Context: an optimization exercise on an open-source flow, tuned for small area, a short achievable clock period and few clock cycles per item. The choices shown serve that exercise and are no tape-out recipe. RTL that was checked went through simulation tests only; none was proved equivalent to the original. Power figures rest on the tool's default switching activity, not on a simulated workload.

## north
==> module sha1_pad_top, before the edit <==
module sha1_pad_top (
    input  logic           sys_clk,
    input  logic           sys_rst,
    input  logic           msg_cal_channel_ready,
    input  logic           msg_info_fifo_empty,
    input  logic [15:0]    msg_info,
    input  logic [5:0]     msg_channel_num,
    output logic           msg_info_rd_en,
    output logic           msg_data_rd_en,
    input  logic [127:0]   msg_data,
    output logic           msg_filled_data_valid,
    output logic           msg_filled_data_sop,
    output logic           msg_filled_data_eop,
    output logic [511:0]   msg_filled_data,
    output logic           msg_filled_info_valid,
    output logic [15:0]    msg_filled_info,
    output logic [13:0]    msg_filled_tag,
    output logic [11:0]    msg_filled_addr
);
    logic          info_pend;       
    logic          nxt_v;
    logic [15:0]   nxt_len;
    logic [5:0]    nxt_ch;
    logic          consume;
    always_ff @(posedge sys_clk) begin
        if (sys_rst) begin
            msg_info_rd_en <= 1'b0;
            info_pend <= 1'b0;
            nxt_v <= 1'b0;
        end else begin
            msg_info_rd_en <= !msg_info_fifo_empty && msg_cal_channel_ready && !msg_info_rd_en
                              && !info_pend && !nxt_v;
            info_pend <= msg_info_rd_en;
            if (info_pend) begin
                nxt_v <= 1'b1;
            end else if (consume) begin
                nxt_v <= 1'b0;
            end
        end
    end
    always_ff @(posedge sys_clk) begin
        if (info_pend) begin
            nxt_len <= msg_info;
            nxt_ch <= msg_channel_num;
        end
    end
    logic          act;             
    logic [11:0]   cnt;             
    logic          nz;              
    logic          padp;            
    logic          padrd;           
    logic          ext;             
    logic          fst;             
    logic [1:0]    pos;             
    logic          last_q;          
    logic          s_full;
    logic          s_pad;
    logic          s_p3;
    logic [11:0]   cnt_dec;
    logic          cnt_one;
    for (genvar i = 0; i < 12; i++) begin : g_dec
        if (i == 0) begin : g_lsb
            assign cnt_dec[i] = !cnt[i];
        end else begin : g_bit
            assign cnt_dec[i] = cnt[i] ^ !(|cnt[i-1:0]);
        end
    end
    assign cnt_one = (cnt == 12'd1);
    assign s_full = act && nz;
    assign s_pad = act && !nz && padp;
    assign s_p3 = act && (pos == 2'd3);
    assign consume = nxt_v && (!act || last_q);
    always_ff @(posedge sys_clk) begin
        if (sys_rst) begin
            act <= 1'b0;
            pos <= 2'd0;
            last_q <= 1'b0;
        end else begin
            last_q <= act && !last_q && (pos == 2'd2) && (!nz || cnt_one) && !ext;
            if (act) begin
                pos <= pos + 1'b1;
                if (!nz) begin
                    padp <= 1'b0;
                end
                fst <= 1'b0;
                if (s_p3 && !nz) begin
                    ext <= 1'b0;
                end
                if (last_q) begin
                    act <= 1'b0;
                end
            end
            if (consume) begin
                act <= 1'b1;
                padp <= 1'b1;
                padrd <= |nxt_len[3:0];
                ext <= (nxt_len[5:0] >= 6'd56);
                fst <= 1'b1;
            end
        end
    end
    always_ff @(posedge sys_clk) begin
        if (consume) begin
            cnt <= nxt_len[15:4];
            nz <= |nxt_len[15:4];
        end else begin
            cnt <= cnt_dec;
            nz <= nz && !cnt_one;
        end
    end
    logic          full_a, pad_a, last_a, p3_a, first_a;
    logic          full_b, pad_b, last_b, p3_b, first_b;
    always_ff @(posedge sys_clk) begin
        if (sys_rst) begin
            msg_data_rd_en <= 1'b0;
            last_a <= 1'b0;
            p3_a <= 1'b0;
            first_a <= 1'b0;
            last_b <= 1'b0;
            p3_b <= 1'b0;
            first_b <= 1'b0;
        end else begin
            msg_data_rd_en <= s_full || (s_pad && padrd);
            last_a <= act && last_q;
            p3_a <= s_p3;
            first_a <= act && fst;
            last_b <= last_a;
            p3_b <= p3_a;
            first_b <= first_a;
        end
    end
    always_ff @(posedge sys_clk) begin
        full_a <= s_full;
        pad_a <= s_pad;
        full_b <= full_a;
        pad_b <= pad_a;
    end
    logic [15:0]   out_len;
    always_ff @(posedge sys_clk) begin
        if (first_a) begin
            out_len <= nxt_len;
        end
    end
    logic [15:0]   keep;
    logic [15:0]   padb;
    logic [127:0]  in_word;
    logic [127:0]  s0, s1, s2, s3;
    always_comb begin
        for (int j = 0; j < 16; j++) begin
            keep[j] = full_b || (pad_b && (4'(j) < out_len[3:0]));
            padb[j] = pad_b && (4'(j) == out_len[3:0]);
            in_word[127-8*j -: 8] = (msg_data[127-8*j -: 8] & {8{keep[j]}}) | {padb[j], 7'b0};
        end
        if (last_b) begin
            in_word[18:3] = in_word[18:3] | out_len;
        end
    end
    always_ff @(posedge sys_clk) begin
        s0 <= s1;
        s1 <= s2;
        s2 <= s3;
        s3 <= in_word;
    end
    assign msg_filled_data = {s0, s1, s2, s3};
    logic          at_first;        
    logic [5:0]    blk_idx;
    logic [10:0]   blocks;
    logic [10:0]   blk_plus1;
    logic [10:0]   blk_plus2;
    logic [5:0]    idx_inc;
    logic [13:0]   tag_inc;
    for (genvar i = 0; i < 11; i++) begin : g_blk
        if (i == 0) begin : g_b0
            assign blk_plus1[i] = !nxt_len[6];
            assign blk_plus2[i] = nxt_len[6];
        end else if (i < 10) begin : g_bm
            assign blk_plus1[i] = nxt_len[6+i] ^ (&nxt_len[6+i-1:6]);
            if (i == 1) begin : g_b1
                assign blk_plus2[i] = !nxt_len[7];
            end else begin : g_bn
                assign blk_plus2[i] = nxt_len[6+i] ^ (&nxt_len[6+i-1:7]);
            end
        end else begin : g_btop
            assign blk_plus1[i] = &nxt_len[15:6];
            assign blk_plus2[i] = &nxt_len[15:7];
        end
    end
    for (genvar i = 0; i < 6; i++) begin : g_idx
        if (i == 0) begin : g_i0
            assign idx_inc[i] = !blk_idx[i];
        end else begin : g_in
            assign idx_inc[i] = blk_idx[i] ^ (&blk_idx[i-1:0]);
        end
    end
    for (genvar i = 0; i < 14; i++) begin : g_tag
        if (i == 0) begin : g_t0
            assign tag_inc[i] = !msg_filled_tag[i];
        end else begin : g_tn
            assign tag_inc[i] = msg_filled_tag[i] ^ (&msg_filled_tag[i-1:0]);
        end
    end
    assign blocks = (nxt_len[5:0] >= 6'd56) ? blk_plus2 : blk_plus1;
    always_ff @(posedge sys_clk) begin
        if (sys_rst) begin
            msg_filled_data_valid <= 1'b0;
            msg_filled_data_sop <= 1'b0;
            msg_filled_data_eop <= 1'b0;
            at_first <= 1'b0;
            blk_idx <= 6'd0;
            msg_filled_tag <= '1;   
        end else begin
            msg_filled_data_valid <= p3_b;
            msg_filled_data_sop <= p3_b && at_first;
            msg_filled_data_eop <= last_b;
            if (first_b) begin
                at_first <= 1'b1;
            end else if (p3_b) begin
                at_first <= 1'b0;
            end
            if (p3_b) begin
                blk_idx <= at_first ? 6'd0 : idx_inc;
                if (at_first) begin
                    msg_filled_tag <= tag_inc;
                end
            end
        end
    end
    logic [5:0]    out_ch;
    logic [10:0]   out_blocks;
    always_ff @(posedge sys_clk) begin
        if (first_b) begin
            out_ch <= nxt_ch;
            out_blocks <= blocks;
        end
    end
    assign msg_filled_info_valid = msg_filled_data_sop;
    assign msg_filled_info = {5'd0, out_blocks};
    assign msg_filled_addr = {out_ch, blk_idx};
endmodule
==> flow/config.mk <==
export PLATFORM = sky130hd
export DESIGN_NAME = sha1_pad_top
export DESIGN_NICKNAME = sha1_pad_top
export VERILOG_FILES = /design/flow/design.v
export SDC_FILE = /design/flow/constraint.sdc
export NUM_CORES = 4
export LEC_CHECK = 0
export CAP_MARGIN = 20
export CORE_MARGIN = 2
export CORE_UTILIZATION = 40
export CTS_CLUSTER_DIAMETER = 100
export CTS_CLUSTER_SIZE = 30
export SLEW_MARGIN = 20
==> flow/constraint.sdc <==
create_clock -name core_clock -period 5.0 [get_ports {sys_clk}]
set_input_delay 1.0000 -clock core_clock [delete_from_list [all_inputs] [get_ports {sys_clk}]]
set_output_delay 1.0000 -clock core_clock [all_outputs]
set_load 0.01 [all_outputs]
standard.sh (not shown) runs the stock make flow with config.mk's settings and CLKGATE_MAP_FILE= SYNTH_SCRIPT=/design/flow/synth_recipe.tcl, a recipe that flattens the netlist after the stock synthesis.
==> flow/flow/run.sh <==
#!/bin/bash
bash standard.sh BUFFER_PORTS_ARGS="-buffer_cell sky130_fd_sc_hd__buf_2" finish > standard.log 2>&1
Testbench counts of north, summed over its fixed seeds: cycles 19,299, messages 800.
#### Input delta (south over north)
--- a/flow/design.v
+++ b/flow/design.v
@@ -208,7 +208,7 @@
             msg_filled_data_eop <= 1'b0;
             at_first <= 1'b0;
             blk_idx <= 6'd0;
-            msg_filled_tag <= '1;   
+            msg_filled_tag <= 14'd0;
         end else begin
             msg_filled_data_valid <= p3_b;
             msg_filled_data_sop <= p3_b && at_first;
@@ -218,9 +218,9 @@
             end else if (p3_b) begin
                 at_first <= 1'b0;
             end
-            if (p3_b) begin
-                blk_idx <= at_first ? 6'd0 : idx_inc;
-                if (at_first) begin
+            if (msg_filled_data_valid) begin
+                blk_idx <= msg_filled_data_eop ? 6'd0 : idx_inc;
+                if (msg_filled_data_eop) begin
                     msg_filled_tag <= tag_inc;
                 end
             end
## What came out
- south finished every step from synthesis to the final layout, and the layout passed the timing, DRC and antenna checks.
- Route | south vs north | wire longer in south
- From north to south the numbers moved as follows: area of the die about even; post-route fraction of the period consumed by the critical path higher; simple-gate share of the synthesized area about even.
- ~same non-clock buffer total of the final layout in south and north
- Any difference in area after synthesis between north and south is small enough to ignore.
- Power across south and north: no real change.
- Looking only at met3 wirelength from detailed routing, and setting everything else aside, the higher value of south and north goes to south.
- Met1 track demand over resource in global routing, south and north: larger value in south
- In the reports for south and north, the smaller number of antenna violations at the first check in global routing belongs to south.
- Switching portion of total power: south vs north, no meaningful difference
- Against north, south reports a largest fanout of any net on the critical path that is higher.
The RTL of south was laid out without a check of its function.

-- afterwards: timing with drivers on the ports --
How much do the figures lean on ideal ports? The routed layouts below were timed once more, with nothing changed but the port constraints. Step 1 sets driving cells, clkbuf_16 on the clock port and buf_2 on the other inputs (assumed; they add their load-dependent delay and slew). Step 2 also shifts input and output timing later by t, the mid clock arrival at the registers, as if the neighbouring blocks saw the same clock. a / b / c = ideal ports / drivers / drivers and shift; a / b = the first two.
run	t, ns	setup WS [ns]	clock arrival spread, ns	worst register clock-pin slew, ns
north	0.631	2.723 / 2.668 / 2.801	0.044 / 0.044	0.12 / 0.12
south	0.643	2.615 / 2.553 / 2.706	0.048 / 0.047	0.12 / 0.12
After both steps every run listed still meets setup and hold.
